This is an optimization exercise on Yosys and OpenROAD, whose aim is small area, a short achievable clock period and few clock cycles, not a production implementation.
No functional check of the RTL was part of any run shown here.

<file path="flow/flow/run.sh">
#!/bin/bash
# The standard layout, except that the port buffers are plain buf_2 cells
# instead of the delay-cell buffers that buffer_ports picks by default.
# make's full output goes to flow.log in the work folder.
set -euo pipefail
bash standard.sh "BUFFER_PORTS_ARGS=-buffer_cell sky130_fd_sc_hd__buf_2" finish > flow.log 2>&1
</file>
<file path="flow/standard.sh">
#!/bin/bash
# synth_recipe.tcl (not shown) runs the flow's synth.tcl, then flattens the netlist and writes it again
# the make line also repeats each setting of config.mk as NAME=value (left out here)
make -C /OpenROAD-flow-scripts/flow DESIGN_CONFIG=/design/flow/config.mk WORK_HOME=/design/flow/orfs CLKGATE_MAP_FILE= SYNTH_SCRIPT=/design/flow/synth_recipe.tcl "${@:-finish}"
</file>
<file path="flow/config.mk">
export PLATFORM = sky130hd
export DESIGN_NAME = md_slow_top
export DESIGN_NICKNAME = md_slow_top
export VERILOG_FILES = /design/flow/design.v
export SDC_FILE = /design/flow/constraint.sdc
export NUM_CORES = 4
export LEC_CHECK = 0
export ABC_AREA = 1
export CAP_MARGIN = 20
export CORE_MARGIN = 2
export CORE_UTILIZATION = 45
export SETUP_SLACK_MARGIN = 3.0
export SLEW_MARGIN = 20
</file>
<file path="flow/constraint.sdc">
create_clock -name core_clock -period 8.0 [get_ports {clk_i}]
set_input_delay 1.6000 -clock core_clock [delete_from_list [all_inputs] [get_ports {clk_i}]]
set_output_delay 1.6000 -clock core_clock [all_outputs]
set_load 0.01 [all_outputs]
</file>
<file path="flow/design.v">
`timescale 1ns/1ps
`default_nettype none
module md_slow_top (
	input  logic        clk_i,
	input  logic        rst_ni,
	input  logic        mult_en_i,
	input  logic        div_en_i,
	input  logic [1:0]  operator_i,
	input  logic [1:0]  signed_mode_i,
	input  logic [31:0] op_a_i,
	input  logic [31:0] op_b_i,
	output logic [31:0] result_o,
	output logic        valid_o
);
	localparam logic [2:0] S_IDLE = 3'd0;
	localparam logic [2:0] S_PREP = 3'd1;
	localparam logic [2:0] S_ITER = 3'd2;
	localparam logic [2:0] S_DONE = 3'd3;
	localparam logic [2:0] S_FIX  = 3'd4;
	logic [2:0]  st_q, st_d;
	logic [4:0]  cnt_q, cnt_d;
	logic [35:0] r_q, r_d;      
	logic [31:0] l_q, l_d;      
	logic [32:0] d_q;           
	logic [4:0]  x_q, x_d;      
	logic [7:0]  bs_q, bs_d;    
	logic [4:0]  asel_q, asel_d;  
	logic        outl_q, outl_d;  
	logic        sa_q;          
	logic        sb_q;          
	logic [1:0]  op_q;          
	logic en;
	logic is_div;
	logic is_mulh;
	assign en      = mult_en_i | div_en_i;
	assign is_div  = operator_i[1];
	assign is_mulh = (operator_i == 2'd1);
	logic is_div_q, is_mulh_q;
	assign is_div_q  = op_q[1];
	assign is_mulh_q = (op_q == 2'd1);
	logic        sign_a, sign_b;
	logic [31:0] xa, xb;
	logic        b_zero;
	assign sign_a = op_a_i[31] & signed_mode_i[0];
	assign sign_b = op_b_i[31] & signed_mode_i[1];
	assign xa     = op_a_i ^ {32{sign_a}};
	assign xb     = op_b_i ^ {32{sign_b}};
	assign b_zero = (op_b_i == 32'd0);
	logic [31:0] a_xs, b_xs;
	logic [3:0]  c0a, c0b, c0;
	logic        swap;
	assign a_xs = op_a_i ^ {32{op_a_i[31]}};
	assign b_xs = op_b_i ^ {32{op_b_i[31]}};
	always_comb begin
		c0a = 4'd7;
		c0b = 4'd7;
		for (int c = 6; c >= 0; c--) begin
			if ((a_xs >> (4*c+3)) == 32'd0) c0a = 4'(c);
			if ((b_xs >> (4*c+3)) == 32'd0) c0b = 4'(c);
		end
	end
	assign swap = (operator_i == 2'd0) & (c0a < c0b);
	assign c0   = swap ? c0a : c0b;
	always_ff @(posedge clk_i) begin
		d_q  <= is_div ? {1'b0, xb} : (swap ? {1'b0, op_b_i} : {sign_a, op_a_i});
		sa_q <= sign_a;
		sb_q <= sign_b;
	end
	function automatic logic [5:0] msbpos(input logic [31:0] x);
		logic [15:0] v2;
		logic [7:0]  v3;
		logic [3:0]  v4;
		logic [1:0]  v5;
		logic [15:0] p1;
		logic [15:0] p2;
		logic [11:0] p3;
		logic [7:0]  p4;
		logic [4:0]  p5;
		for (int i = 0; i < 16; i++) begin
			v2[i] = x[2*i+1] | x[2*i];
			p1[i] = x[2*i+1];
		end
		for (int i = 0; i < 8; i++) begin
			v3[i] = v2[2*i+1] | v2[2*i];
			p2[2*i +: 2] = v2[2*i+1] ? {1'b1, p1[2*i+1]} : {1'b0, p1[2*i]};
		end
		for (int i = 0; i < 4; i++) begin
			v4[i] = v3[2*i+1] | v3[2*i];
			p3[3*i +: 3] = v3[2*i+1] ? {1'b1, p2[4*i+2 +: 2]} : {1'b0, p2[4*i +: 2]};
		end
		for (int i = 0; i < 2; i++) begin
			v5[i] = v4[2*i+1] | v4[2*i];
			p4[4*i +: 4] = v4[2*i+1] ? {1'b1, p3[6*i+3 +: 3]} : {1'b0, p3[6*i +: 3]};
		end
		p5 = v5[1] ? {1'b1, p4[7:4]} : {1'b0, p4[3:0]};
		msbpos = {v5[1] | v5[0], p5};
	endfunction
	logic [5:0] pa, pb;
	logic [5:0] pdiff;
	logic       q_zero;
	assign pa     = msbpos(xa);
	assign pb     = msbpos(xb);
	assign pdiff  = {1'b0, pb[4:0]} - {1'b0, pa[4:0]};
	assign q_zero = pb[5] & (~pa[5] ? ({4'd0, sign_a} <= pb[4:0]) :
			(~pdiff[5] & (pdiff[4:0] > {4'd0, sign_a})));
	logic [5:0] a_len, b_len;
	logic [6:0] len_diff;
	logic [4:0] j0_in;
	assign a_len    = (pa[5] ? {1'b0, pa[4:0]} + 6'd1 : 6'd0) + {5'd0, sign_a};
	assign b_len    = pb[5] ? {1'b0, pb[4:0]} + 6'd1 : 6'd0;
	assign len_diff = {1'b0, a_len} - {1'b0, b_len};
	assign j0_in    = len_diff[5] ? 5'd31 : len_diff[4:0];
	function automatic logic [2:0] booth_enc(input logic [2:0] b);
		logic one, two, neg;
		one = b[1] ^ b[0];
		two = (b[2] & ~b[1] & ~b[0]) | (~b[2] & b[1] & b[0]);
		neg = b[2] & ~(b[1] & b[0]);
		booth_enc = {neg, two, one};
	endfunction
	function automatic logic [35:0] booth_pp(input logic [32:0] a, input logic [2:0] s);
		logic [35:0] sel;
		sel = s[0] ? {{3{a[32]}}, a} : (s[1] ? {{2{a[32]}}, a, 1'b0} : 36'd0);
		booth_pp = s[2] ? ~sel : sel;
	endfunction
	logic [7:0]  bs;
	assign bs = bs_q;
	logic [35:0] pp_hi, pp_lo, acc_in, row1, cs_s, cs_c, mul_sum;
	logic [36:0] mul_sum_x;
	logic        neg_hi, cin;
	assign pp_hi  = booth_pp(d_q, bs[6:4]);
	assign pp_lo  = booth_pp(d_q, bs[3:1]);
	assign neg_hi = bs[6];
	assign cin    = bs[6] | bs[7];
	always_comb begin
		acc_in = ({36{asel_q[0]}} & {r_q[31:0], 4'd0})
		       | ({36{asel_q[1]}} & {{4{r_q[35]}}, r_q[35:4]})
		       | ({36{asel_q[2]}} & {r_q[34:0], l_q[31]})
		       | ({36{asel_q[3]}} & (r_q ^ {36{sa_q}}))
		       | ({36{asel_q[4]}} & {4'hf, ~l_q});
	end
	assign row1      = {pp_hi[33:0], neg_hi, bs[0]};
	assign cs_s      = acc_in ^ row1 ^ pp_lo;
	assign cs_c      = (acc_in & row1) | (acc_in & pp_lo) | (row1 & pp_lo);
	assign mul_sum_x = {cs_s, 1'b1} + {cs_c[34:0], neg_hi, cin};
	assign mul_sum   = mul_sum_x[36:1];
	logic qb, fix;
	assign qb  = ~mul_sum[35];
	assign fix = op_q[0] | (sa_q ^ sb_q);
	logic [36:0] bx;
	logic [4:0]  chunk_d;
	logic [4:0]  nidx;
	logic        plus1_d;
	assign bx = {{4{sign_b}}, (swap ? op_a_i : op_b_i), 1'b0};
	always_comb begin
		if (st_q == S_IDLE) nidx = is_mulh ? 5'd0 : {1'b0, c0};
		else                nidx = is_mulh_q ? cnt_q + 5'd1 : cnt_q - 5'd1;
		chunk_d = 5'd0;
		for (int c = 0; c < 9; c++) begin
			if (nidx == 5'(c)) chunk_d = bx[4*c +: 5];
		end
		plus1_d = 1'b0;
		bs_d = {plus1_d, booth_enc(chunk_d[4:2]), booth_enc(chunk_d[2:0]), 1'b0};
		bs_d[0] = bs_d[3];
		if (is_div) begin
			if (st_q == S_ITER && cnt_q == 5'd0) begin
				if (op_q[0]) bs_d = {sa_q, 3'b000, mul_sum[35] & sa_q, 1'b0, mul_sum[35],
						mul_sum[35] & (sa_q ^ sb_q)};
				else         bs_d = 8'b10000000;
			end else if (st_q == S_ITER) begin
				bs_d = {4'b0000, ~mul_sum[35], 2'b01, ~mul_sum[35] ^ sb_q};
			end else begin
				bs_d = {4'b0000, 3'b101, ~sign_b};
			end
		end
	end
	logic [4:0]  j0;
	logic [31:0] rot, rmask, abs_a;
	logic [4:0]  rsh;
	assign j0       = x_q;
	assign rsh      = j0;
	assign abs_a    = (r_q[31:0] ^ {32{sa_q}}) + {31'd0, sa_q};
	always_comb begin
		rot = {abs_a[0], abs_a[31:1]};
		if (rsh[0]) rot = {rot[0], rot[31:1]};
		if (rsh[1]) rot = {rot[1:0], rot[31:2]};
		if (rsh[2]) rot = {rot[3:0], rot[31:4]};
		if (rsh[3]) rot = {rot[7:0], rot[31:8]};
		if (rsh[4]) rot = {rot[15:0], rot[31:16]};
		for (int i = 0; i < 32; i++) begin
			rmask[i] = (6'(i) < (6'd31 - {1'b0, rsh}));
		end
	end
	logic fix_done;
	assign fix_done = (st_q == S_FIX) & op_q[0] & ~r_q[35] & ~sa_q;
	always_comb begin
		st_d   = st_q;
		cnt_d  = cnt_q;
		r_d    = r_q;
		l_d    = l_q;
		x_d    = x_q;
		outl_d = outl_q;
		if (en) begin
			case (st_q)
				S_IDLE: begin
					if (!is_div) begin
						r_d    = '0;
						outl_d = 1'b0;
						cnt_d  = is_mulh ? 5'd0 : {1'b0, c0};
						st_d   = S_ITER;
					end else begin
						r_d    = {4'd0, op_a_i};
						l_d    = {32{b_zero}};
						x_d    = j0_in;
						outl_d = ~operator_i[0];
						st_d   = (b_zero | q_zero) ? S_DONE : S_PREP;
					end
				end
				S_PREP: begin
					r_d   = {4'd0, rot & rmask};
					l_d   = rot & ~rmask;
					cnt_d = j0;
					st_d  = S_ITER;
				end
				S_ITER: begin
					r_d = mul_sum;
					if (!is_div_q) begin
						if (is_mulh_q) begin
							cnt_d = cnt_q + 5'd1;
							if (cnt_q == 5'd8) st_d = S_DONE;
						end else begin
							cnt_d = cnt_q - 5'd1;
							if (cnt_q == 5'd0) st_d = S_DONE;
						end
					end else begin
						l_d   = {l_q[30:0], qb};
						cnt_d = cnt_q - 5'd1;
						if (cnt_q == 5'd0) begin
							st_d   = fix ? S_FIX : S_DONE;
							outl_d = ~op_q[0] & ~fix;
						end
					end
				end
				S_FIX: begin
					outl_d = 1'b0;
					if (fix_done) begin
						st_d = S_IDLE;
					end else begin
						r_d  = mul_sum;
						st_d = S_DONE;
					end
				end
				default: begin
					st_d = S_IDLE;
				end
			endcase
		end
	end
	always_comb begin
		case (st_q)
			S_IDLE:  asel_d = {3'b000, is_mulh, ~is_div & ~is_mulh};
			S_PREP:  asel_d = 5'b00100;
			S_ITER:  asel_d = (is_div_q && cnt_q == 5'd0) ? (op_q[0] ? 5'b01000 : 5'b10000) : asel_q;
			default: asel_d = asel_q;
		endcase
	end
	always_ff @(posedge clk_i or negedge rst_ni) begin
		if (!rst_ni) begin
			st_q <= S_IDLE;
		end else begin
			st_q <= st_d;
		end
	end
	always_ff @(posedge clk_i) begin
		cnt_q  <= cnt_d;
		r_q    <= r_d;
		l_q    <= l_d;
		x_q    <= x_d;
		outl_q <= outl_d;
		if (en && st_q == S_IDLE) op_q <= operator_i;
		if (en) asel_q <= asel_d;
		if (en) bs_q <= bs_d;
	end
	assign result_o = outl_q ? l_q : r_q[31:0];
	assign valid_o  = (st_q == S_DONE) | fix_done;
endmodule
`default_nettype wire
</file>
==> run summary, run 1 <==
die area=roughly 0.043 mm²; fin nets=~3,200; number of failing hold endpoints at the final stage=0; # Max-Cap Violations=0; initial antenna violation count=3; Net Count, Synth=between 3,000 and 4,000; Synth warnings=1; Critical Path AT=between 5 and 6 ns; EDFF count, synth=94; Ports=105; Worst Tran Pin Value=1.06 ns; DP HPWL=68,600 µm; first-pass GRT wire length=127,000 µm; vias in the first global route=19,900; cell accounting for the most synthesized area=edfxtp_1; routed via count=22,000; CTS Hold Bufs=0; Clock Path Buffers=2; TNS Setup=0 ns; layout cells sized above 1=0.158; initial core utilization=0.456; Final setup viols=0; drt wl/cell=24.5 µm; ranking of synthesized cells by area=edfxtp_1, nand2_1, o21ai_0; Clock Sinks=132; Placed Cells=3,456; clock skew=0.0183 ns; Die H=roughly 210 µm; count leader, synth=nand2_1; Die Wd=207 µm; IO Port Bufs=104; Synth async-reset ratio=0.0227; grt total ovfl=0; Post-Route WL=87,700 µm; Synth Instances=around 3,000; Slew headroom=0.288; Worst Setup End Kind=register; initial DRC count=2,879; status=complete, no violations; sequential area share after synthesis=0.193; num rows=74; later-pin clock latency in the skew report=~0.46 ns; Non-Filler Instances=approximately 3,600; largest net degree at the start of global routing=65; Remaining DRCs=0; TritonCTS clock tree=built; RD Place Congestion=1.04; clock slew at reported path FFs=around 0.06 ns; TritonCTS Buffers=17; Via density=6.14; critical path type=primary input to register; Core Box Area=a little over 0.04 mm²; crit path max fanout=8; ys flop type=edfxtp_1; Pre-antenna DRT Iters=6; Yosys top cell area share=0.152; P&R area growth vs syn=17.0%; cell area after synthesis=between 0.015 and 0.02 mm²; Routed Antenna Nets=0; clock root buffer=clkbuf_16; Worst Path Required=8.32 ns; Tcrit/Tclk final=0.621; synth cell count leaders=nand2_1, o21ai_0, inv_1; Tot GR Track Use=0.391; CP startpoint kind=primary input; Synth Area per Inst=around 6.3 µm²; type of the tightest min-delay check=register to register; H-tree depth=4; Netlist cell types=65; final worst path period need=between 4 and 5 ns; RSZ-0062 raised after global routing=true; fmax=201 MHz; #FFs+latches synth=132; Max Slew Vio Count=0
[layer usage]
metal	vias to the layer above	global-route usage	share of wire
met5	-	0	0
met4	0	0.217	0.068
met2	1323	0.612	0.44
li1	10100	-	-
met1	10300	0.507	0.39
met3	284	0.0758	0.10
[final cells by class]
cell class | instances | area (µm²)
Antenna cell | 2 | 5.00
Clock buffer | 19 | 443
Clock inverter | 13 | 180
Fill cell | 4217 | 19000
Inverter | 401 | 1600
Multi-Input combinational cell | 2267 | 13700
Sequential cell | 132 | 3600
Tap cell | 532 | 666
Timing Repair Buffer | 213 | 1530
Timing Repair inverter | 6 | 40.0
[path summary, 6_finish.rpt]
check                                         start                   to  slack [ns]  cells past startpoint
worst max-delay path                     op_b_i[31]  st_q[1]$_DFFE_PN0P_        3.03                     25
worst min-delay path            st_q[0]$_DFFE_PN0P_  st_q[0]$_DFFE_PN0P_        0.57                      2
worst max register to register         sa_q$_DFF_P_    bs_q[0]$_DFFE_PN_        3.19                     18
worst min register to register  st_q[0]$_DFFE_PN0P_  st_q[0]$_DFFE_PN0P_        0.57                      2
max in group asynchronous                    rst_ni  st_q[1]$_DFFE_PN0P_        6.97                      1
min in group asynchronous                    rst_ni  st_q[2]$_DFFE_PN0P_        0.92                      1
[registers in the layout, indices dropped and copies added (netlist names)]
register	flops
asel_q	5
st_q	3
cnt_q	5
op_q	2
sa_q	1
r_q	36
l_q	32
d_q	33
bs_q	8
outl_q	1
sb_q	1
x_q	5
[stage by stage]
step	setup slack, ns	cell area [µm²]	hold WS (ns)	util
final	3.03	21800	0.568	0.534
after detailed placement	1.60	19500	0.548	0.478
after CTS	3.00	20800	0.563	0.510
after global routing	2.92	21800	0.625	0.534
after floorplan	2.95	18800	0.517	-
after global placement	1.69	19500	0.555	0.478
[layout by cell type (no fill, tap or decap), drive strengths merged, types with 4 or more instances in the layout]
cell type,instances
nand2,609
ha,64
a21oi,146
buf,209
fa,38
o22ai,60
nor2,245
dfxtp,35
o21ai,429
nor4,11
o221ai,16
inv,377
xor2,139
clkinv,14
mux2i,7
nand3,228
clkbuf,23
clkinvlp,25
bufinv,4
a21o,5
o211ai,47
o31ai,22
or2,21
o2111ai,8
a31oi,9
a211oi,20
nand4,38
nor3,48
edfxtp,94
xnor2,41
[kinds of logic after synthesis]
kind of cell,count (synthesis),synth area share
AOI/OAI and AO/OA,773,0.234
DFF,132,0.193
xor gates and xnor gates,180,0.0872
and+or+nand+nor,1200,0.282
muxes,7,0.00376
adders and majority gates,102,0.0838
buffers and inverters,544,0.116
[timing repair]
action / 4_1_cts / 5_1_grt
endpoints found under the setup margin: 80 / 44
gates resized for setup: 84 / 126
pin swaps: 8 / 30
buffers inserted: 25 / 56
cloned: 9 / 3
[worst max-delay path, stage by stage]
cell and delay, ns:
buf_16 0.13, nand2_8 0.12, xor2_4 0.19, inv_2 0.06
nand2_2 0.07, nor3_4 0.21, inv_2 0.08, nor4_4 0.45
nand2_4 0.13, inv_4 0.08, nand2_1 0.04, nand2_1 0.17
inv_1 0.16, ha_1 0.38, a21oi_1 0.17, o21ai_1 0.14
a21o_1 0.21, a21oi_1 0.18, a31oi_1 0.07, o21ai_1 0.17
o21ai_1 0.08, o21ai_1 0.15, nand2_1 0.06, nor2_1 0.10
o21ai_1 0.06
==> inputs of run 2 (changes only) <==
--- a/flow/config.mk
+++ b/flow/config.mk
@@ -11,3 +11,3 @@
 export CORE_UTILIZATION = 45
-export SETUP_SLACK_MARGIN = 3.0
+export SETUP_SLACK_MARGIN = 2.5
 export SLEW_MARGIN = 20
==> run 2 against run 1 <==
Compared with the run above:
- register-to-register slack got worse by 0.59 ns
- sequential share of layout area up 0.91 points
- largest cell class unchanged
- first-iteration DRC count increased by 4.4%
- still clean
- via count is 1.7% lower
- final area is 5.2% lower
- highest routed layer is now met5
- global-route usage is 0.40 points lower
- routed wire length decreased by 1.7%
==> run summary, run 2 <==
status=complete, no violations (unchanged); initial antenna violation count=3 (unchanged); fin nets=3,155 (was 3,212); Yosys top cell area share=0.152 (unchanged); largest registers=r_q (36), d_q (33), l_q (32) (unchanged); Slew headroom=0.313 (was 0.288); # Max-Cap Violations=0 (unchanged); RSZ-0062 raised after global routing=true (unchanged); Crit. Startpoint=sa_q$_DFF_P_ (was op_b_i[31]); count leader, synth=nand2_1 (unchanged); commonest non-fill, non-tap cell in the layout=nand2_1 (unchanged); CP startpoint kind=register (was primary input); clock slew at reported path FFs=0.07 ns (was 0.06 ns); TritonCTS clock tree=built (unchanged); DP HPWL=68,700 µm (was 68,600 µm); Tcrit/Tclk final=0.676 (was 0.621); Clock Sinks=132 (unchanged); Ports=105 (unchanged); Crit-path slowest cell=nor3_1 (was nor4_4); final worst path period need=5.40 ns (was 4.97 ns); CP Buf/Inv Count=2 (was 5); Die H=207 µm (unchanged); Critical Path AT=5.73 ns (was 5.29 ns); TNS Setup=0 ns (unchanged); worst flop-to-flop path startpoint=sa_q$_DFF_P_ (unchanged); Synth Area per Inst=6.34 µm² (unchanged); final hold slack=0.593 ns (was 0.568 ns); sequential area share after synthesis=0.193 (unchanged); drt wl/cell=24.5 µm (about the same); Routed Antenna Nets=0 (unchanged); Worst Tran Pin Value=1.03 ns (was 1.06 ns); Met3 Wirelength=9080 µm (was 9180 µm); critical path type=register to register (was primary input to register); ranking of synthesized cells by area=edfxtp_1, nand2_1, o21ai_0 (unchanged); IO Port Bufs=104 (unchanged); met1 WL=34,100 µm (was 34,000 µm); Max Slew Vio Count=0 (unchanged); CP top delay family=simple AND/OR/NAND/NOR gates (unchanged); ys flop type=edfxtp_1 (unchanged); P&R area growth vs syn=11.0% (was 17.0%); type of the tightest min-delay check=register to register (unchanged); Clock Path Buffers=2 (unchanged); clock skew=0.00907 ns (was 0.0183 ns); initial DRC count=3,006 (was 2,879); grt total ovfl=0 (unchanged); largest reg by FF count=r_q (unchanged); largest net degree at the start of global routing=65 (unchanged); cell accounting for the most synthesized area=edfxtp_1 (unchanged); max incr delay on CP=0.67 ns (was 0.45 ns); setup ws final=2.60 ns (was 3.03 ns); Pre-antenna DRT Iters=6 (unchanged); die area=0.0430 mm² (unchanged); H-tree depth=4 (unchanged); Worst Path Required=8.32 ns (about the same); max reg flops=36 (unchanged); crit path max fanout=15 (was 8); Via density=6.14 (about the same); max layer used=met5 (was met4); first-pass GRT wire length=125,000 µm (was 127,000 µm); routed via count=21,600 (was 22,000); RD Place Congestion=1.04 (about the same); initial core utilization=0.456 (unchanged); # diodes=0 (was 2); Synth Instances=2,938 (unchanged); EDFF count, synth=94 (unchanged); crit-path cells=buf_16 -> xnor2_1 -> nor2_1 -> inv_1 -> nor3_1 -> nand4_1 -> nor2_1 -> nand4_1 -> xnor2_1 -> o21ai_0 -> o21ai_1 -> mux2i_1 -> nand2_1 -> nand3_1 -> o211ai_2 -> o21ai_1; most frequent cells in the layout=nand2_1, o21ai_0, inv_1 (unchanged); TritonCTS Buffers=17 (unchanged); Synth warnings=1 (unchanged); Final setup viols=0 (unchanged); vias in the first global route=19,500 (was 19,900); Die Wd=207 µm (unchanged); Net Count, Synth=3,112 (unchanged); num rows=74 (unchanged); Core Box Area=0.0408 mm² (unchanged); WL met2=37,000 µm (was 38,500 µm); Synth async-reset ratio=0.0227 (unchanged); Tot GR Track Use=0.387 (was 0.391); layout cells sized above 1=0.111 (was 0.158); clock root buffer=clkbuf_16 (unchanged); Remaining DRCs=0 (unchanged); fin area=0.0207 mm² (was 0.0218 mm²); Worst Setup End Kind=register (unchanged); later-pin clock latency in the skew report=0.47 ns (was 0.46 ns); #FFs+latches synth=132 (unchanged); fmax=185 MHz (was 201 MHz); Post-Route WL=86,200 µm (was 87,700 µm); # fillers=4,262 (was 4,217); HP Start=st_q[0]$_DFFE_PN0P_ (unchanged); synth cell count leaders=nand2_1, o21ai_0, inv_1 (unchanged); dpl ws=1.30 ns (was 1.60 ns); Netlist cell types=65 (unchanged); number of failing hold endpoints at the final stage=0 (unchanged); area post-placement=0.0194 mm² (was 0.0195 mm²); cell area after synthesis=0.0186 mm² (unchanged)
-- run 2: logic make-up after synthesis --
family,synth area share
mux,0.00376
xor+xnor,0.0872
simple gates,0.282
compound gates,0.234
flops,0.193
fa+ha+maj,0.0838
buf+inv,0.116
-- run 2: metrics by stage --
stage / util / cells
CTS: 0.496 / 3504
floorplan: - / 2938
global placement: 0.476 / 3461
global route: 0.506 / 3526
finish: 0.506 / 3526
detailed placement: 0.476 / 3462
-- run 2: layout make-up --
type / instances / area [µm²] / share of cell area
clock inverters: 15 / 145 / 0.00702
flip-flops and latches: 132 / 3600 / 0.174
inverters: 401 / 1540 / 0.0743
clock buffers: 17 / 425 / 0.0206
well taps: 532 / 666 / 0.0322
repair buffers: 160 / 1040 / 0.0501
repair inverters: 2 / 10.0 / 0.000484
multi-input cells: 2267 / 13300 / 0.641
-- run 2: worst register-to-register path: stages (launching register included) --
cell      delay [ns]
dfxtp_4         0.66
buf_16          0.25
xnor2_1         0.19
nor2_1          0.57
inv_1           0.19
nor3_1          0.67
nand4_1         0.20
nor2_1          0.23
nand4_1         0.14
xnor2_1         0.26
o21ai_0         0.49
o21ai_1         0.23
mux2i_1         0.61
nand2_1         0.15
nand3_1         0.12
o211ai_2        0.15
o21ai_1         0.15
-- run 2: layer usage --
metal / vias to the layer above / GRT usage
met4: 4 / 0.240
met2: 1326 / 0.585
met3: 285 / 0.0859
met1: 10000 / 0.502
li1: 9982 / -
met5: - / 0
-- run 2: path summary, 6_finish.rpt --
kind / to / slack [ns] / cells past startpoint
min in group asynchronous: st_q[1]$_DFFE_PN0P_ / 0.91 / 1
max: l_q[23]$_DFFE_PP_ / 2.60 / 16
max reg2reg: l_q[23]$_DFFE_PP_ / 2.60 / 16
min reg2reg: st_q[0]$_DFFE_PN0P_ / 0.59 / 2
max in group asynchronous: st_q[0]$_DFFE_PN0P_ / 6.99 / 1
min: st_q[0]$_DFFE_PN0P_ / 0.59 / 2
-- run 2: what timing repair did --
item | 4_1_cts | 5_1_grt
cloned | 3 | 4
pin swaps | 2 | 7
setup buffers | 7 | 17
setup endpoints to repair | 34 | 22
endpoints found under the hold margin | 0 | 0
resized for setup | 28 | 51
hold buffers | 0 | 0
==> inputs of run 3 (changes only) <==
--- a/flow/design.v
+++ b/flow/design.v
@@ -19,2 +19,3 @@
 	localparam logic [2:0] S_FIX  = 3'd4;
+	localparam logic [2:0] S_POST = 3'd5;
 	logic [2:0]  st_q, st_d;
@@ -61,2 +62,4 @@
 	end
+	logic [3:0] nh;
+	assign nh   = ((~signed_mode_i[1] & op_b_i[31]) | (c0b == 4'd7)) ? 4'd9 : c0b + 4'd1;
 	assign swap = (operator_i == 2'd0) & (c0a < c0b);
@@ -179,6 +182,10 @@
 	assign j0       = x_q;
-	assign rsh      = j0;
+	logic        post;
+	logic [31:0] rot_in;
+	assign post     = (st_q == S_POST);
+	assign rsh      = post ? {~x_q[2:0], 2'b11} : j0;
 	assign abs_a    = (r_q[31:0] ^ {32{sa_q}}) + {31'd0, sa_q};
-	always_comb begin
-		rot = {abs_a[0], abs_a[31:1]};
+	assign rot_in   = post ? r_q[35:4] : abs_a;
+	always_comb begin
+		rot = {rot_in[0], rot_in[31:1]};
 		if (rsh[0]) rot = {rot[0], rot[31:1]};
@@ -207,2 +214,3 @@
 						outl_d = 1'b0;
+						x_d    = {1'b0, nh};
 						cnt_d  = is_mulh ? 5'd0 : {1'b0, c0};
@@ -228,3 +236,3 @@
 							cnt_d = cnt_q + 5'd1;
-							if (cnt_q == 5'd8) st_d = S_DONE;
+							if (cnt_q + 5'd1 == x_q) st_d = (x_q == 5'd9) ? S_DONE : S_POST;
 						end else begin
@@ -242,2 +250,6 @@
 				end
+				S_POST: begin
+					r_d  = {{4{r_q[35]}}, (rot & rmask) | (~rmask & {32{r_q[35]}})};
+					st_d = S_DONE;
+				end
 				S_FIX: begin
--- a/flow/config.mk
+++ b/flow/config.mk
@@ -11,3 +11,3 @@
 export CORE_UTILIZATION = 45
-export SETUP_SLACK_MARGIN = 2.5
+export SETUP_SLACK_MARGIN = 3.0
 export SLEW_MARGIN = 20
==> run 3 against run 2 <==
Compared with the run above:
- clock skew is 0.0038 ns higher
- via count up 6.8%
- cell count increased by 5.0%
- critical endpoint is now x_q[4]$_SDFFCE_PN0P_
==> run summary, run 3 <==
fin area=0.0225 mm² (was 0.0207 mm²); Die H=210 µm (was 207 µm); Final setup viols=0 (unchanged); WP depth=31 (was 16); Synth Instances=3,017 (was 2,938); TNS Setup=0 ns (unchanged); Routed Antenna Nets=0 (unchanged); Max Slew Vio Count=0 (unchanged); RSZ-0062 raised after global routing=true (unchanged); Synth warnings=1 (unchanged); DP HPWL=71,600 µm (was 68,700 µm); Synth async-reset ratio=0.0227 (unchanged); Worst Tran Pin Value=1.00 ns (was 1.03 ns); TritonCTS Buffers=17 (unchanged); clock skew=0.0129 ns (was 0.00907 ns); die area=0.0440 mm² (was 0.0430 mm²); Crit-path slowest cell=ha_4 (was nor3_1); IO Port Bufs=104 (unchanged); largest registers=r_q (36), d_q (33), l_q (32) (unchanged); ys flop type=edfxtp_1 (unchanged); initial antenna violation count=7 (was 3); Die Wd=210 µm (was 207 µm); number of failing hold endpoints at the final stage=0 (unchanged); Tcrit/Tclk final=0.644 (was 0.676); fin nets=3,325 (was 3,155); CP top delay family=simple AND/OR/NAND/NOR gates (unchanged); # fillers=4,352 (was 4,262); commonest non-fill, non-tap cell in the layout=nand2_1 (unchanged); sequential area share after synthesis=0.189 (was 0.193); status=complete, no violations (unchanged); cell accounting for the most synthesized area=edfxtp_1 (unchanged); grt total ovfl=0 (unchanged); critical path type=primary input to register (was register to register); post-layout util=0.538 (was 0.506); layout cells sized above 1=0.172 (was 0.111); Worst Setup End Kind=register (unchanged); CP startpoint kind=primary input (was register); P&R area growth vs syn=18.3% (was 11.0%); area post-placement=0.0199 mm² (was 0.0194 mm²); Remaining DRCs=0 (unchanged); count leader, synth=nand2_1 (unchanged); routed via count=23,100 (was 21,600); ranking of synthesized cells by area=edfxtp_1, nand2_1, o21ai_0 (unchanged); TritonCTS clock tree=built (unchanged); max reg flops=36 (unchanged); cell area after synthesis=0.0190 mm² (was 0.0186 mm²); fmax=194 MHz (was 185 MHz); largest net degree at the start of global routing=69 (was 65); vias in the first global route=20,700 (was 19,500); Post-Route WL=93,200 µm (was 86,200 µm); initial DRC count=2,956 (was 3,006); EDFF count, synth=94 (unchanged); crit path max fanout=6 (was 15); max incr delay on CP=0.28 ns (was 0.67 ns); Yosys top cell area share=0.148 (was 0.152); final worst path period need=5.15 ns (was 5.40 ns); H-tree depth=4 (unchanged); Tot GR Track Use=0.410 (was 0.387); num rows=75 (was 74); Pre-antenna DRT Iters=6 (unchanged); Slew headroom=0.328 (was 0.313); #FFs+latches synth=132 (unchanged); final hold slack=0.559 ns (was 0.593 ns); Critical Path AT=5.52 ns (was 5.73 ns); Synth Area per Inst=6.31 µm² (was 6.34 µm²); WHS Path Cells=2 (unchanged); Worst Path Required=8.37 ns (was 8.32 ns); drt wl/cell=25.2 µm (was 24.5 µm); Via density=6.24 (was 6.14); Clock Sinks=132 (unchanged); clock root buffer=clkbuf_16 (unchanged); most frequent cells in the layout=nand2_1, inv_1, o21ai_0 (was nand2_1, o21ai_0, inv_1); Worst R2R Path Depth=16 (unchanged); Netlist cell types=63 (was 65); type of the tightest min-delay check=register to register (unchanged); later-pin clock latency in the skew report=0.49 ns (was 0.47 ns); Clock Path Buffers=2 (unchanged); initial core utilization=0.455 (was 0.456); synth cell count leaders=nand2_1, inv_1, o21ai_0 (was nand2_1, o21ai_0, inv_1); # Max-Cap Violations=0 (unchanged); Core Box Area=0.0419 mm² (was 0.0408 mm²); largest reg by FF count=r_q (unchanged); CP Buf/Inv Count=8 (was 2); Net Count, Synth=3,193 (was 3,112); RD Place Congestion=1.06 (was 1.04); clock slew at reported path FFs=0.07 ns (about the same); first-pass GRT wire length=132,000 µm (was 125,000 µm); Ports=105 (unchanged)
[run 3: changes by cell type after synthesis, moves of 8 or more]
cell / delta
o21ai_0: -15
or2_2: +8
inv_1: +18
nand4_1: +30
nand3_1: -22
nand2_1: +43
o31ai_1: -9
[run 3: stage by stage]
step / instances / setup slack [ns]
after global placement: 3545 / 1.75
after detailed placement: 3545 / 1.63
after floorplan: 3017 / 2.88
after global routing: 3701 / 2.73
final: 3703 / 2.85
after CTS: 3632 / 2.84
[run 3: repair_timing]
item / 4_1_cts / 5_1_grt
pin swaps: 21 / 44
hold buffers: 0 / 0
gates resized for setup: 100 / 121
setup endpoints to repair: 67 / 49
gates cloned: 10 / 5
setup buffers: 45 / 63
[run 3: layout make-up]
class	count	area, µm²	area share
diodes	2	5.00	0.000222
clock buffers	18	439	0.0195
clock inverters	14	166	0.00738
inverters	415	1650	0.0734
multi-input cells	2330	14100	0.625
flip-flops and latches	132	3600	0.160
well taps	539	674	0.0299
repair buffers	246	1850	0.0823
repair inverters	7	50.0	0.00222
[run 3: layer usage]
metal	GRT usage	wire, µm	vias to the layer above
li1	-	-	10400
met1	0.508	35000	10800
met2	0.643	41000	1508
met3	0.0836	9570	334
met4	0.279	7620	4
met5	0	23	-
[run 3: worst min-delay path, delay by kind of cell, from the launching register on]
family | cells | cell delay (ns)
AO/OA/AOI/OAI | 1 | 0.06
AND/OR/NAND/NOR | 1 | 0.06
flip-flops | 1 | 0.40
[run 3: cell families after synthesis]
group / share of synthesized area
flip-flops: 0.189
AND/OR/NAND/NOR: 0.292
multiplexers: 0.00315
buffers and inverters: 0.117
AO/OA/AOI/OAI: 0.229
XOR/XNOR: 0.0867
adder cells (fa/ha/maj): 0.0833
[run 3: path summary, 6_finish.rpt]
| check | startpoint | to | slack [ns] |
|---|---|---|---|
| min in group asynchronous | rst_ni | st_q[0]$_DFFE_PN0P_ | 0.88 |
| worst min register to register | st_q[0]$_DFFE_PN0P_ | st_q[0]$_DFFE_PN0P_ | 0.56 |
| worst min-delay path | st_q[0]$_DFFE_PN0P_ | st_q[0]$_DFFE_PN0P_ | 0.56 |
| worst max register to register | sa_q$_DFF_P_ | bs_q[0]$_DFFE_PN_ | 3.14 |
| worst max-delay path | op_b_i[31] | x_q[4]$_SDFFCE_PN0P_ | 2.85 |
| max in group asynchronous | rst_ni | st_q[1]$_DFFE_PN0P_ | 7.01 |
==> inputs of run 4 (changes only) <==
--- a/flow/design.v
+++ b/flow/design.v
@@ -62,8 +62,10 @@
 	end
-	logic [3:0] nh;
-	assign nh   = ((~signed_mode_i[1] & op_b_i[31]) | (c0b == 4'd7)) ? 4'd9 : c0b + 4'd1;
-	assign swap = (operator_i == 2'd0) & (c0a < c0b);
+	logic [3:0] nha, nhb, nh;
+	assign nha  = ((~signed_mode_i[0] & op_a_i[31]) | (c0a == 4'd7)) ? 4'd9 : c0a + 4'd1;
+	assign nhb  = ((~signed_mode_i[1] & op_b_i[31]) | (c0b == 4'd7)) ? 4'd9 : c0b + 4'd1;
+	assign swap = (operator_i == 2'd0) ? (c0a < c0b) : (is_mulh & (nha < nhb));
 	assign c0   = swap ? c0a : c0b;
+	assign nh   = swap ? nha : nhb;
 	always_ff @(posedge clk_i) begin
-		d_q  <= is_div ? {1'b0, xb} : (swap ? {1'b0, op_b_i} : {sign_a, op_a_i});
+		d_q  <= is_div ? {1'b0, xb} : (swap ? {sign_b, op_b_i} : {sign_a, op_a_i});
 		sa_q <= sign_a;
@@ -155,3 +157,3 @@
 	logic        plus1_d;
-	assign bx = {{4{sign_b}}, (swap ? op_a_i : op_b_i), 1'b0};
+	assign bx = swap ? {{4{sign_a}}, op_a_i, 1'b0} : {{4{sign_b}}, op_b_i, 1'b0};
 	always_comb begin
--- a/flow/config.mk
+++ b/flow/config.mk
@@ -11,3 +11,3 @@
 export CORE_UTILIZATION = 45
-export SETUP_SLACK_MARGIN = 3.0
+export SETUP_SLACK_MARGIN = 2.5
 export SLEW_MARGIN = 20
==> run 4 against run 3 <==
Compared with the run above:
- clock skew up 0.0079 ns
- critical path depth down 4
- hold slack better by 0.024 ns
- global-route usage down 1.3 points
- sequential share of layout area up 0.29 points
- area after synthesis up 1.0%
- critical endpoint is now x_q[2]$_DFFE_PP_
- largest cell class unchanged
==> run summary, run 4 <==
Netlist cell types=68 (was 63); Clock Path Buffers=2 (unchanged); dpl ws=1.07 ns (was 1.63 ns); IO Port Bufs=104 (unchanged); first-pass GRT wire length=130,000 µm (was 132,000 µm); Crit-path slowest cell=nor4_2 (was ha_4); most used cell, CP=nor2_1; Synth async-reset ratio=0.0227 (unchanged); RD Place Congestion=1.03 (was 1.06); Synth warnings=1 (unchanged); Final setup viols=0 (unchanged); # fillers=4,308 (was 4,352); initial core utilization=0.458 (was 0.455); Slew headroom=0.299 (was 0.328); status=complete, no violations (unchanged); layout cells sized above 1=0.146 (was 0.172); initial antenna violation count=2 (was 7); ranking of synthesized cells by area=edfxtp_1, nand2_1, o21ai_0 (unchanged); Pre-antenna DRT Iters=6 (unchanged); fin nets=3,330 (was 3,325); M3 GR Usage=0.0520 (was 0.0836); fin area=0.0221 mm² (was 0.0225 mm²); initial DRC count=3,196 (was 2,956); clock skew=0.0208 ns (was 0.0129 ns); DP HPWL=71,000 µm (was 71,600 µm); largest registers=r_q (36), d_q (33), l_q (32) (unchanged); clock slew at reported path FFs=0.07 ns (about the same); Die H=211 µm (was 210 µm); Worst Tran Pin Value=1.05 ns (was 1.00 ns); Worst Path Required=8.31 ns (was 8.37 ns); TritonCTS clock tree=built (unchanged); HP Start=st_q[2]$_DFFE_PN0P_ (was st_q[0]$_DFFE_PN0P_); crit path max fanout=7 (was 6); vias in the first global route=20,500 (was 20,700); Yosys top cell area share=0.147 (was 0.148); EDFF count, synth=94 (unchanged); Critical Path AT=5.73 ns (was 5.52 ns); WHS Path Cells=2 (unchanged); final worst path period need=5.43 ns (was 5.15 ns); RSZ-0062 raised after global routing=true (unchanged); critical path type=primary input to register (unchanged); sequential area share after synthesis=0.187 (was 0.189); routed via count=22,700 (was 23,100); fmax=184 MHz (was 194 MHz); TritonCTS Buffers=17 (unchanged); # Max-Cap Violations=0 (unchanged); num rows=75 (unchanged); clock root buffer=clkbuf_16 (unchanged); Non-Filler Instances=3,701 (was 3,703); Worst R2R Path Depth=20 (was 16); Tot GR Track Use=0.397 (was 0.410); synth cell count leaders=nand2_1, inv_1, o21ai_0 (unchanged); CP startpoint kind=primary input (unchanged); setup ws final=2.57 ns (was 2.85 ns); Hold Path Sink=st_q[2]$_DFFE_PN0P_ (was st_q[0]$_DFFE_PN0P_); cell accounting for the most synthesized area=edfxtp_1 (unchanged); Synth Instances=3,067 (was 3,017); drt wl/cell=24.5 µm (was 25.2 µm); grt total ovfl=0 (unchanged); GR peak layer=met2 (unchanged); count leader, synth=nand2_1 (unchanged); final hold slack=0.584 ns (was 0.559 ns); Ports=105 (unchanged); Synth Area per Inst=6.27 µm² (was 6.31 µm²); Die Wd=211 µm (was 210 µm); type of the tightest min-delay check=register to register (unchanged); Worst Setup End Kind=register (unchanged); met1 Track Usage GR=0.501 (was 0.508); TNS Setup=0 ns (unchanged); Routed Antenna Nets=0 (unchanged); Tcrit/Tclk final=0.678 (was 0.644); Clock Sinks=132 (unchanged); die area=0.0444 mm² (was 0.0440 mm²); Net Count, Synth=3,248 (was 3,193); largest net degree at the start of global routing=66 (was 69); Max Slew Vio Count=0 (unchanged); most frequent cells in the layout=nand2_1, inv_1, o21ai_0 (unchanged); Via density=6.12 (was 6.24); number of failing hold endpoints at the final stage=0 (unchanged); H-tree depth=4 (unchanged); largest reg by FF count=r_q (unchanged); commonest non-fill, non-tap cell in the layout=nand2_1 (unchanged); Remaining DRCs=0 (unchanged); Placed Cells=3,606 (was 3,545); post-layout util=0.526 (was 0.538); later-pin clock latency in the skew report=0.47 ns (was 0.49 ns); #FFs+latches synth=132 (unchanged); Post-Route WL=90,900 µm (was 93,200 µm); # diodes=0 (was 2); worst r2r dst=l_q[29]$_DFFE_PP_ (was bs_q[0]$_DFFE_PN_); Core Box Area=0.0420 mm² (was 0.0419 mm²); GR Util met2=0.643 (about the same); max incr delay on CP=0.43 ns (was 0.28 ns); worst flop-to-flop path startpoint=st_q[0]$_DFFE_PN0P_ (was sa_q$_DFF_P_); Reg2Reg Setup Slack=2.71 ns (was 3.14 ns); area post-placement=0.0203 mm² (was 0.0199 mm²); ys flop type=edfxtp_1 (unchanged); max reg flops=36 (unchanged); cell area after synthesis=0.0192 mm² (was 0.0190 mm²); P&R area growth vs syn=15.0% (was 18.3%)
run 4: changes by cell type after synthesis, sizes merged, moves of 9 or more:
cell,change
a21oi,+11
or2,-9
a22oi,+10
nand3,-10
nor2,+29
inv,+16
nand4,-21
run 4: worst max path at each step:
stage | startpoint | endpoint | slack, ns | cells past startpoint
floorplan | op_a_i[31] | x_q[1]$_DFFE_PP_ | 2.50 | 32
global placement | op_b_i[31] | bs_q[1]$_DFFE_PN_ | 1.18 | 26
detailed placement | op_b_i[31] | bs_q[1]$_DFFE_PN_ | 1.07 | 26
CTS | signed_mode_i[1] | x_q[2]$_DFFE_PP_ | 2.49 | 29
global route | signed_mode_i[1] | x_q[2]$_DFFE_PP_ | 2.43 | 27
finish | signed_mode_i[1] | x_q[2]$_DFFE_PP_ | 2.57 | 27
run 4: kinds of logic (layout without fill, tap and decap cells):
kind of cell             after synthesis  after routing  share of synthesized area
AND/OR/NAND/NOR                     1262           1266                      0.287
AO/OA/AOI/OAI                        800            800                      0.237
buffers and inverters                582            673                      0.118
XOR/XNOR                             180            180                     0.0845
flip-flops                           132            132                      0.187
adder cells (fa/ha/maj)              109            109                     0.0857
multiplexers                           2              2                    0.00104
run 4: per-layer routing:
layer  part of all wire  vias up
met1               0.38    10500
li1                   -    10500
met3              0.093      299
met5                  0        -
met4              0.072        0
met2               0.45     1364
run 4: critical path, delay by kind of cell:
family	cells	cell delay (ns)
and+or+nand+nor	13	1.83
buffers and inverters	6	0.72
adders and majority gates	3	0.69
AOI/OAI and AO/OA	4	0.68
xor gates and xnor gates	1	0.18
run 4: repair_timing:
action / 4_1_cts / 5_1_grt
buffers inserted: 19 / 37
hold buffers: 0 / 0
pin swaps: 11 / 51
setup endpoints to repair: 39 / 27
gates cloned: 2 / 5
gates resized for setup: 56 / 155
run 4: area by class of cell:
cell class / count / area (µm²) / area share
timing repair inverter: 3 / 17.5 / 0.000792
inverter: 431 / 1670 / 0.0753
sequential: 132 / 3600 / 0.163
timing repair buffer: 207 / 1480 / 0.0667
multi-input combinational: 2357 / 14100 / 0.636
clock buffer: 19 / 443 / 0.0200
clock inverter: 13 / 171 / 0.00775
tap: 539 / 674 / 0.0305
==> inputs of run 5 (changes only) <==
--- a/flow/design.v
+++ b/flow/design.v
@@ -25,3 +25,3 @@
 	logic [32:0] d_q;           
-	logic [4:0]  x_q, x_d;      
+	logic [11:0] x_q, x_d;      
 	logic [7:0]  bs_q, bs_d;    
@@ -111,8 +111,4 @@
 	logic [5:0] a_len, b_len;
-	logic [6:0] len_diff;
-	logic [4:0] j0_in;
-	assign a_len    = (pa[5] ? {1'b0, pa[4:0]} + 6'd1 : 6'd0) + {5'd0, sign_a};
-	assign b_len    = pb[5] ? {1'b0, pb[4:0]} + 6'd1 : 6'd0;
-	assign len_diff = {1'b0, a_len} - {1'b0, b_len};
-	assign j0_in    = len_diff[5] ? 5'd31 : len_diff[4:0];
+	assign a_len = (pa[5] ? {1'b0, pa[4:0]} + 6'd1 : 6'd0) + {5'd0, sign_a};
+	assign b_len = pb[5] ? {1'b0, pb[4:0]} + 6'd1 : 6'd0;
 	function automatic logic [2:0] booth_enc(input logic [2:0] b);
@@ -183,3 +179,5 @@
 	logic [4:0]  rsh;
-	assign j0       = x_q;
+	logic [6:0] len_diff;
+	assign len_diff = {1'b0, x_q[11:6]} - {1'b0, x_q[5:0]};
+	assign j0       = len_diff[5] ? 5'd31 : len_diff[4:0];
 	logic        post;
@@ -216,3 +214,3 @@
 						outl_d = 1'b0;
-						x_d    = {1'b0, nh};
+						x_d    = {8'd0, nh};
 						cnt_d  = is_mulh ? 5'd0 : {1'b0, c0};
@@ -222,3 +220,3 @@
 						l_d    = {32{b_zero}};
-						x_d    = j0_in;
+						x_d    = {a_len, b_len};
 						outl_d = ~operator_i[0];
@@ -238,3 +236,3 @@
 							cnt_d = cnt_q + 5'd1;
-							if (cnt_q + 5'd1 == x_q) st_d = (x_q == 5'd9) ? S_DONE : S_POST;
+							if (cnt_q[3:0] + 4'd1 == x_q[3:0]) st_d = (x_q[3:0] == 4'd9) ? S_DONE : S_POST;
 						end else begin
==> run 5 against run 4 <==
Compared with the run above:
- final area grew 0.40%
- critical path type unchanged
- still clean
- register-to-register slack gained 0.07 ns
- area after synthesis grew 2.1%
- via count grew 0.45%
- clock skew shrank 0.0036 ns
- maximum frequency grew 0.50%
- first-iteration DRC count shrank 3.4%
- core utilization shrank 1.1 points
- setup slack gained 0.027 ns
==> run summary, run 5 <==
commonest non-fill, non-tap cell in the layout=nand2_1 (unchanged); vias in the first global route=20,700 (was 20,500); Via density=6.05 (was 6.12); Pre-antenna DRT Iters=6 (unchanged); die area=0.0453 mm² (was 0.0444 mm²); routed via count=22,800 (was 22,700); Crit-path slowest cell=o211ai_1 (was nor4_2); cell area after synthesis=0.0196 mm² (was 0.0192 mm²); num rows=76 (was 75); Critical Path AT=5.77 ns (was 5.73 ns); drt wl/cell=24.8 µm (was 24.5 µm); layout cells sized above 1=0.143 (was 0.146); clock skew=0.0172 ns (was 0.0208 ns); Slew headroom=0.253 (was 0.299); Synth async-reset ratio=0.0216 (was 0.0227); Placed Cells=3,666 (was 3,606); P&R area growth vs syn=13.0% (was 15.0%); initial DRC count=3,086 (was 3,196); Clock Path Buffers=2 (unchanged); Ports=105 (unchanged); Net Count, Synth=3,271 (was 3,248); Remaining DRCs=0 (unchanged); #FFs+latches synth=139 (was 132); first-pass GRT wire length=133,000 µm (was 130,000 µm); most frequent cells in the layout=nand2_1, o21ai_0, inv_1 (was nand2_1, inv_1, o21ai_0); ranking of synthesized cells by area=edfxtp_1, nand2_1, o21ai_0 (unchanged); Final setup viols=0 (unchanged); Non-Filler Instances=3,765 (was 3,701); ys flop type=edfxtp_1 (unchanged); initial core utilization=0.456 (was 0.458); initial antenna violation count=2 (unchanged); CP startpoint kind=primary input (unchanged); clock root buffer=clkbuf_16 (unchanged); Synth Area per Inst=6.35 µm² (was 6.27 µm²); synth cell count leaders=nand2_1, inv_1, o21ai_0 (unchanged); Clock Sinks=139 (was 132); IO Port Bufs=104 (unchanged); Synth warnings=1 (unchanged); Synth Instances=3,093 (was 3,067); Max Slew Vio Count=0 (unchanged); grt total ovfl=0 (unchanged); final worst path period need=5.40 ns (was 5.43 ns); final hold slack=0.585 ns (was 0.584 ns); number of failing hold endpoints at the final stage=0 (unchanged); Core Box Area=0.0431 mm² (was 0.0420 mm²); crit path max fanout=8 (was 7); largest reg by FF count=r_q (unchanged); max incr delay on CP=0.54 ns (was 0.43 ns); Worst Tran Pin Value=1.11 ns (was 1.05 ns); Worst Setup End Kind=register (unchanged); largest registers=r_q (36), d_q (33), l_q (32) (unchanged); Tcrit/Tclk final=0.675 (was 0.678); fin nets=3,345 (was 3,330); Routed Antenna Nets=0 (unchanged); EDFF count, synth=101 (was 94); Die Wd=213 µm (was 211 µm); type of the tightest min-delay check=register to register (unchanged); largest net degree at the start of global routing=66 (unchanged); # diodes=0 (unchanged); TNS Setup=0 ns (unchanged); later-pin clock latency in the skew report=0.50 ns (was 0.47 ns); count leader, synth=nand2_1 (unchanged); RSZ-0062 raised after global routing=true (unchanged); CTS Hold Bufs=0 (unchanged); clock slew at reported path FFs=0.07 ns (about the same); post-layout util=0.516 (was 0.526); Netlist cell types=68 (unchanged); most used cell, CP=o21ai_0 (was nor2_1); CP Buf/Inv Count=4 (was 6); Tot GR Track Use=0.404 (was 0.397); RD Place Congestion=1.08 (was 1.03); CP top delay family=compound AO/OA/AOI/OAI gates (was simple AND/OR/NAND/NOR gates); TritonCTS Buffers=17 (unchanged); H-tree depth=4 (unchanged); Post-Route WL=93,400 µm (was 90,900 µm); max reg flops=36 (unchanged); sequential area share after synthesis=0.194 (was 0.187); status=complete, no violations (unchanged); critical path type=primary input to register (unchanged); cell accounting for the most synthesized area=edfxtp_1 (unchanged); DP HPWL=73,600 µm (was 71,000 µm); TritonCTS clock tree=built (unchanged); fmax=185 MHz (was 184 MHz); Yosys top cell area share=0.154 (was 0.147); # Max-Cap Violations=0 (unchanged); Die H=213 µm (was 211 µm); Worst Path Required=8.37 ns (was 8.31 ns)
-- run 5: cell count changes after synthesis, sizes merged, moves of 16 or more --
cell   before  now
nor2      280  300
o21ai     420  436
nand2     654  616
nand3     197  237
-- run 5: timing repair --
item,4_1_cts,5_1_grt
gates cloned,4,7
setup buffers,4,50
endpoints found under the setup margin,24,17
pin swaps,7,28
gates resized for setup,26,149
-- run 5: area by class of cell --
class,instances,area (µm²)
timing repair inverter,7,47.5
inverter,418,1630
fill,4486,20900
tap,585,732
multi-input combinational,2389,14000
timing repair buffer,195,1410
clock inverter,15,125
clock buffer,17,425
sequential,139,3810
-- run 5: worst reg2reg max path, stage by stage (launching register included) --
cell and delay, ns:
dfxtp_4 0.52, buf_8 0.24, xnor2_1 0.22, inv_1 0.15, a211oi_1 0.67, fa_1 0.52, inv_1 0.07, ha_1 0.23
nand2_1 0.15, nor3_1 0.23, nor3_1 0.07, o211ai_1 0.24, a21oi_1 0.07, inv_1 0.11, a31oi_1 0.14, o31ai_1 0.37
nand2_1 0.12, nand2_1 0.12, a21o_1 0.15, a21oi_1 0.07, o21ai_1 0.29, o211ai_1 0.17
-- run 5: kinds of logic (layout without fill, tap and decap cells) --
kind of cell,after synthesis,in the layout,synth area share
adders and majority gates,106,106,0.0820
buffers and inverters,567,652,0.115
xor gates and xnor gates,176,176,0.0800
AOI/OAI and AO/OA,794,794,0.226
and+or+nand+nor,1301,1303,0.298
DFF,139,139,0.194
muxes,10,10,0.00510
-- run 5: final timing paths --
check	startpoint	endpoint	slack (ns)	depth (start not counted)
worst max-delay path	signed_mode_i[1]	st_q[1]$_DFFE_PN0P_	2.60	28
worst min-delay path	st_q[2]$_DFFE_PN0P_	st_q[2]$_DFFE_PN0P_	0.59	2
worst max register to register	sa_q$_DFF_P_	r_q[31]$_DFFE_PP_	2.78	21
worst min register to register	st_q[2]$_DFFE_PN0P_	st_q[2]$_DFFE_PN0P_	0.59	2
max in group asynchronous	rst_ni	st_q[1]$_DFFE_PN0P_	7.00	1
min in group asynchronous	rst_ni	st_q[0]$_DFFE_PN0P_	0.89	1
-- run 5: stage by stage --
stage	area, µm²	setup slack, ns
after floorplan	19600	2.58
after global placement	20500	1.33
after detailed placement	20500	1.24
after CTS	21200	2.47
after global routing	22200	2.39
final	22200	2.60
-- run 5: metal layers --
metal	share of wire	GRT usage
met3	0.088	0.0659
met1	0.39	0.506
met5	0.00015	0
met2	0.45	0.643
met4	0.080	0.268

port drivers added, routing unchanged:
The flow's constraints put no driver on any port. The routed layouts listed below were extracted and timed again, unchanged, in two steps.
Step 1 assumes that a clkbuf_16 drives the clock port and a buf_2 every other input.
Step 2 adds t to the input delays and takes it off the output delays; t is the mean of the earliest and latest rising clock arrival at the registers after step 1. Input paths then give back, and output paths get back, about the clock's delay inside the block.
Slacks: no drivers / after step 1 / after step 2; pairs: no drivers / after step 1.
run	t (ns)	slack for setup (ns)	worst setup path after step 2	slew at the worst register clock pin (ns)	cell pins on the clock port's net
run 1	0.512	3.030 / 2.950 / 2.438	input to register	0.07 / 0.07	1
run 2	0.524	2.596 / 2.596 / 2.169	input to register	0.07 / 0.07	1
run 3	0.543	2.847 / 2.828 / 2.285	input to register	0.07 / 0.07	1
run 4	0.518	2.573 / 2.541 / 2.023	input to register	0.08 / 0.08	1
run 5	0.544	2.600 / 2.627 / 2.084	input to register	0.08 / 0.08	1
After both steps setup and hold are still met in every run listed. The setup slack of run 1, which loses most, moves by -0.080 ns with the drivers and by -0.592 ns with both steps.
